What follows belongs to an exercise in optimizing a design on an open flow for small area, a short achievable clock period and few clock cycles per item; a production flow would make more cautious choices. Where RTL was checked, it was by simulation tests only, not by an equivalence proof against the original. Power is estimated from default activity; no workload was simulated.

== juniper ==
Design limb_mul_sequencer, start of the top module:
module limb_mul_sequencer #(
  parameter int W       = 32,
  parameter int LIMBS   = 4,
  parameter int MUL_LAT = 2
) (
  input  logic                   clk,
  input  logic                   rst,
  input  logic                   start,
  input  logic [W*LIMBS-1:0]     a,
  input  logic [W*LIMBS-1:0]     b,
  output logic                   busy,
  output logic [2*W*LIMBS-1:0]   product,
  output logic                   done,
  output logic                   mul_start,
  output logic [W-1:0]           mul_a,
  output logic [W-1:0]           mul_b,
  input  logic [2*W-1:0]         mul_product
);
==> module limb_mul_sequencer, before the edit <==
module limb_mul_sequencer #(
  parameter int W       = 32,
  parameter int LIMBS   = 4,
  parameter int MUL_LAT = 2
) (
  input  logic                   clk,
  input  logic                   rst,
  input  logic                   start,
  input  logic [W*LIMBS-1:0]     a,
  input  logic [W*LIMBS-1:0]     b,
  output logic                   busy,
  output logic [2*W*LIMBS-1:0]   product,
  output logic                   done,
  output logic                   mul_start,
  output logic [W-1:0]           mul_a,
  output logic [W-1:0]           mul_b,
  input  logic [2*W-1:0]         mul_product
);
  localparam int N  = W * LIMBS;      
  localparam int AW = 2 * W + 3;      
  localparam int LW = 2 * N - 2 * W;  
  localparam int PS = MUL_LAT + 1;    
  logic [N-1:0]    a_q, b_q;
  logic            act_q;
  logic [3:0]      t_q;
  logic [3:0]      isel_q, jsel_q;    
  logic            busy_q;
  logic            accept;
  logic            ms_q;
  logic [W-1:0]    ma_q, mb_q;
  logic            v_q  [PS+1];
  logic            f_q  [PS+1];
  logic            s_q  [PS+1];
  logic            l_q  [PS+1];
  logic [2*W-1:0]  p_q;               
  logic [AW-1:0]   w_q;               
  logic [LW-1:0]   lo_q;              
  logic            done_q;
  logic [3:0]      t_nx;
  logic [1:0]      i_nx, j_nx;
  logic            newcol;
  logic [AW-1:0]   sum, cur;
  assign accept = start & ~busy_q & ~done_q;
  assign t_nx = t_q + 4'd1;
  always_comb begin
    i_nx = 2'd0; j_nx = 2'd0;
    case (t_nx)
      4'd0:  begin i_nx = 2'd0; j_nx = 2'd0; end
      4'd1:  begin i_nx = 2'd0; j_nx = 2'd1; end
      4'd2:  begin i_nx = 2'd1; j_nx = 2'd0; end
      4'd3:  begin i_nx = 2'd0; j_nx = 2'd2; end
      4'd4:  begin i_nx = 2'd1; j_nx = 2'd1; end
      4'd5:  begin i_nx = 2'd2; j_nx = 2'd0; end
      4'd6:  begin i_nx = 2'd0; j_nx = 2'd3; end
      4'd7:  begin i_nx = 2'd1; j_nx = 2'd2; end
      4'd8:  begin i_nx = 2'd2; j_nx = 2'd1; end
      4'd9:  begin i_nx = 2'd3; j_nx = 2'd0; end
      4'd10: begin i_nx = 2'd1; j_nx = 2'd3; end
      4'd11: begin i_nx = 2'd2; j_nx = 2'd2; end
      4'd12: begin i_nx = 2'd3; j_nx = 2'd1; end
      4'd13: begin i_nx = 2'd2; j_nx = 2'd3; end
      4'd14: begin i_nx = 2'd3; j_nx = 2'd2; end
      default: begin i_nx = 2'd3; j_nx = 2'd3; end
    endcase
  end
  always_comb begin
    case (t_q)
      4'd1, 4'd3, 4'd6, 4'd10, 4'd13, 4'd15: newcol = 1'b1;
      default:                               newcol = 1'b0;
    endcase
  end
  always_ff @(posedge clk) begin
    if (rst) begin
      act_q  <= 1'b0;
      busy_q <= 1'b0;
    end else if (accept) begin
      act_q  <= 1'b1;
      busy_q <= 1'b1;
    end else begin
      if (t_q == 4'd15) act_q <= 1'b0;
      busy_q <= act_q & (t_q != 4'd14) & (t_q != 4'd15);
    end
  end
  always_ff @(posedge clk) begin
    if (accept) begin
      t_q    <= '0;
      isel_q <= 4'b0001;
      jsel_q <= 4'b0001;
    end else begin
      t_q    <= t_nx;
      isel_q <= 4'b0001 << i_nx;
      jsel_q <= 4'b0001 << j_nx;
    end
  end
  always_ff @(posedge clk) begin
    if (!busy_q) begin
      a_q <= a;
      b_q <= b;
    end
  end
  always_ff @(posedge clk) begin
    ma_q <= ({W{isel_q[0]}} & a_q[0*W +: W]) | ({W{isel_q[1]}} & a_q[1*W +: W])
          | ({W{isel_q[2]}} & a_q[2*W +: W]) | ({W{isel_q[3]}} & a_q[3*W +: W]);
    mb_q <= ({W{jsel_q[0]}} & b_q[0*W +: W]) | ({W{jsel_q[1]}} & b_q[1*W +: W])
          | ({W{jsel_q[2]}} & b_q[2*W +: W]) | ({W{jsel_q[3]}} & b_q[3*W +: W]);
  end
  always_ff @(posedge clk) begin
    if (rst) begin
      ms_q <= 1'b0;
      for (int k = 0; k <= PS; k++) v_q[k] <= 1'b0;
    end else begin
      ms_q   <= act_q;
      v_q[0] <= act_q;
      for (int k = 1; k <= PS; k++) v_q[k] <= v_q[k-1];
    end
  end
  always_ff @(posedge clk) begin
    f_q[0] <= (t_q == 4'd0);
    s_q[0] <= newcol;
    l_q[0] <= (t_q == 4'd15);
    for (int k = 1; k <= PS; k++) begin
      f_q[k] <= f_q[k-1];
      s_q[k] <= s_q[k-1];
      l_q[k] <= l_q[k-1];
    end
  end
  always_ff @(posedge clk) p_q <= mul_product;
  localparam int LV = $clog2(AW);
  logic [AW-1:0] pp [LV+1];
  logic [AW-1:0] gg [LV+1];
  logic [AW-1:0] xa, xb;
  assign xa = w_q;
  assign xb = AW'(p_q);
  assign pp[0] = xa ^ xb;
  assign gg[0] = xa & xb;
  for (genvar lv = 0; lv < LV; lv++) begin : g_lv
    for (genvar bi = 0; bi < AW; bi++) begin : g_bit
      if (((bi >> lv) & 1) == 1) begin : g_op
        assign gg[lv+1][bi] = gg[lv][bi] | (pp[lv][bi] & gg[lv][((bi >> lv) << lv) - 1]);
        assign pp[lv+1][bi] = pp[lv][bi] & pp[lv][((bi >> lv) << lv) - 1];
      end else begin : g_pass
        assign gg[lv+1][bi] = gg[lv][bi];
        assign pp[lv+1][bi] = pp[lv][bi];
      end
    end
  end
  assign sum = pp[0] ^ {gg[LV][AW-2:0], 1'b0};
  assign cur = f_q[PS] ? AW'(p_q) : sum;
  logic sh_q, kp_q;
  always_ff @(posedge clk) begin
    sh_q <= s_q[PS-2] & ~f_q[PS-1];
    kp_q <= ~s_q[PS-2];
  end
  logic [AW-1:0] w_nx;
  always_comb begin
    for (int k = 0; k < AW; k++) begin
      if (k + W < AW)
        w_nx[k] = (sh_q & sum[k+W]) | (kp_q & sum[k]) | (f_q[PS] & ((k + W < 2*W) ? p_q[(k+W) % (2*W)] : 1'b0));
      else
        w_nx[k] = kp_q & sum[k];
    end
  end
  always_ff @(posedge clk) begin
    w_q <= w_nx;
    if (v_q[PS-1] && s_q[PS-1]) lo_q <= {cur[W-1:0], lo_q[LW-1:W]};
  end
  always_ff @(posedge clk) begin
    if (rst) done_q <= 1'b0;
    else     done_q <= v_q[PS] & l_q[PS];
  end
  assign busy      = busy_q;
  assign done      = done_q;
  assign product   = {w_q[2*W-1:0], lo_q};
  assign mul_start = ms_q;
  assign mul_a     = ma_q;
  assign mul_b     = mb_q;
endmodule
Settings: LEC_CHECK=0, ABC_AREA=1, CAP_MARGIN=20, CORE_MARGIN=2, CORE_UTILIZATION=50, CTS_CLUSTER_DIAMETER=100, CTS_CLUSTER_SIZE=25, SETUP_SLACK_MARGIN=5, SLEW_MARGIN=20; clock period 8.0 ns.
standard.sh (not shown) runs the stock make flow with config.mk's settings and CLKGATE_MAP_FILE= SYNTH_SCRIPT=/design/flow/synth_recipe.tcl, a recipe that flattens the netlist after the stock synthesis.
==> flow/flow/run.sh <==
#!/bin/bash
export BUFFER_PORTS_ARGS="-buffer_cell sky130_fd_sc_hd__buf_1"
export CTS_ARGS="-sink_clustering_enable -repair_clock_nets -sink_clustering_size 25 -sink_clustering_max_diameter 100 -dont_use_dummy_load"
bash standard.sh > standard.log 2>&1
Testbench counts of juniper, summed over its fixed seeds: cycles 25,648, items 1,600.
Changes in willow relative to juniper:
--- a/flow/design.v
+++ b/flow/design.v
@@ -20,13 +20,13 @@
   localparam int AW = 2 * W + 3;      
   localparam int LW = 2 * N - 2 * W;  
   localparam int PS = MUL_LAT + 1;    
   logic [N-1:0]    a_q, b_q;
   logic            act_q;
   logic [3:0]      t_q;
-  logic [3:0]      isel_q, jsel_q;    
+  logic [1:0]      isel_q, jsel_q;
   logic            busy_q;
   logic            accept;
   logic            ms_q;
   logic [W-1:0]    ma_q, mb_q;
   logic            v_q  [PS+1];
   logic            f_q  [PS+1];
@@ -81,31 +81,29 @@
       busy_q <= act_q & (t_q != 4'd14) & (t_q != 4'd15);
     end
   end
   always_ff @(posedge clk) begin
     if (accept) begin
       t_q    <= '0;
-      isel_q <= 4'b0001;
-      jsel_q <= 4'b0001;
+      isel_q <= '0;
+      jsel_q <= '0;
     end else begin
       t_q    <= t_nx;
-      isel_q <= 4'b0001 << i_nx;
-      jsel_q <= 4'b0001 << j_nx;
+      isel_q <= i_nx;
+      jsel_q <= j_nx;
     end
   end
   always_ff @(posedge clk) begin
     if (!busy_q) begin
       a_q <= a;
       b_q <= b;
     end
   end
   always_ff @(posedge clk) begin
-    ma_q <= ({W{isel_q[0]}} & a_q[0*W +: W]) | ({W{isel_q[1]}} & a_q[1*W +: W])
-          | ({W{isel_q[2]}} & a_q[2*W +: W]) | ({W{isel_q[3]}} & a_q[3*W +: W]);
-    mb_q <= ({W{jsel_q[0]}} & b_q[0*W +: W]) | ({W{jsel_q[1]}} & b_q[1*W +: W])
-          | ({W{jsel_q[2]}} & b_q[2*W +: W]) | ({W{jsel_q[3]}} & b_q[3*W +: W]);
+    ma_q <= a_q[isel_q*W +: W];
+    mb_q <= b_q[jsel_q*W +: W];
   end
   always_ff @(posedge clk) begin
     if (rst) begin
       ms_q <= 1'b0;
       for (int k = 0; k <= PS; k++) v_q[k] <= 1'b0;
     end else begin
@@ -122,32 +120,40 @@
       f_q[k] <= f_q[k-1];
       s_q[k] <= s_q[k-1];
       l_q[k] <= l_q[k-1];
     end
   end
   always_ff @(posedge clk) p_q <= mul_product;
-  localparam int LV = $clog2(AW);
-  logic [AW-1:0] pp [LV+1];
-  logic [AW-1:0] gg [LV+1];
-  logic [AW-1:0] xa, xb;
+  logic [AW-1:0] xa, xb, pg, gk;
   assign xa = w_q;
   assign xb = AW'(p_q);
-  assign pp[0] = xa ^ xb;
-  assign gg[0] = xa & xb;
-  for (genvar lv = 0; lv < LV; lv++) begin : g_lv
-    for (genvar bi = 0; bi < AW; bi++) begin : g_bit
-      if (((bi >> lv) & 1) == 1) begin : g_op
-        assign gg[lv+1][bi] = gg[lv][bi] | (pp[lv][bi] & gg[lv][((bi >> lv) << lv) - 1]);
-        assign pp[lv+1][bi] = pp[lv][bi] & pp[lv][((bi >> lv) << lv) - 1];
-      end else begin : g_pass
-        assign gg[lv+1][bi] = gg[lv][bi];
-        assign pp[lv+1][bi] = pp[lv][bi];
+  assign pg = xa ^ xb;
+  always_comb begin
+    logic [AW-1:0] g, p, gn, pn;
+    g = xa & xb;
+    p = pg;
+    for (int k = 1; k < AW; k += 2) begin
+      g[k] = g[k] | (p[k] & g[k-1]);
+      p[k] = p[k] & p[k-1];
+    end
+    for (int d = 2; d < AW; d = d * 2) begin
+      gn = g; pn = p;
+      for (int k = 1; k < AW; k += 2) begin
+        if (k >= d + 1) begin
+          gn[k] = g[k] | (p[k] & g[k-d]);
+          pn[k] = p[k] & p[k-d];
+        end
       end
+      g = gn; p = pn;
     end
+    for (int k = 2; k < AW; k += 2) begin
+      g[k] = g[k] | (p[k] & g[k-1]);
+    end
+    gk = g;
   end
-  assign sum = pp[0] ^ {gg[LV][AW-2:0], 1'b0};
+  assign sum = pg ^ {gk[AW-2:0], 1'b0};
   assign cur = f_q[PS] ? AW'(p_q) : sum;
   logic sh_q, kp_q;
   always_ff @(posedge clk) begin
     sh_q <= s_q[PS-2] & ~f_q[PS-1];
     kp_q <= ~s_q[PS-2];
   end
- Comparing hold slack for juniper and willow, the smaller number came from juniper.
- The run showing the smaller shortest clock period the worst path allows after layout is juniper.
- willow against juniper: count of non-filler cells in the finished layout moved down; share of power burned in combinational logic moved up; smallest setup slack after layout moved down.
- Largest family of logic cells by synthesized area = compound AO/OA/AOI/OAI gates: willow; largest family of logic cells by synthesized area = simple AND/OR/NAND/NOR gates: juniper
- Sequential share of layout area across juniper and willow: no real change.
- Routed wire length | willow below juniper
- Placed instance area sits lower in willow than in juniper.
Function not checked in willow: the RTL went through the layout flow alone.

==> afterwards: timing with drivers on the ports <==
Ports are ideal in the flow. The routed layouts listed here were re-timed in OpenROAD.
Step 1 sets driving cells, clkbuf_16 on the clock port and buf_2 on the other inputs (assumed; they add their load-dependent delay and slew).
Step 2 times the ports against the registers' clock, not the clock port: input delays grow and output delays shrink by t, the midpoint of the rising clock arrivals with the driver on.
Slacks: ideal / step 1 / step 2; pairs: ideal / step 1.
| run | t (ns) | slack for setup (ns) | worst setup path after step 2 | latest minus earliest clock arrival (ns) |
|---|---|---|---|---|
| juniper | 0.668 | 5.039 / 4.980 / 5.018 | input to register | 0.073 / 0.074 |
| willow | 0.660 | 5.023 / 4.963 / 5.073 | register to register | 0.039 / 0.038 |
After both steps every run listed still meets setup and hold. For juniper, which loses most, drivers alone change the setup slack by -0.059 ns; drivers and shift together by -0.021 ns.
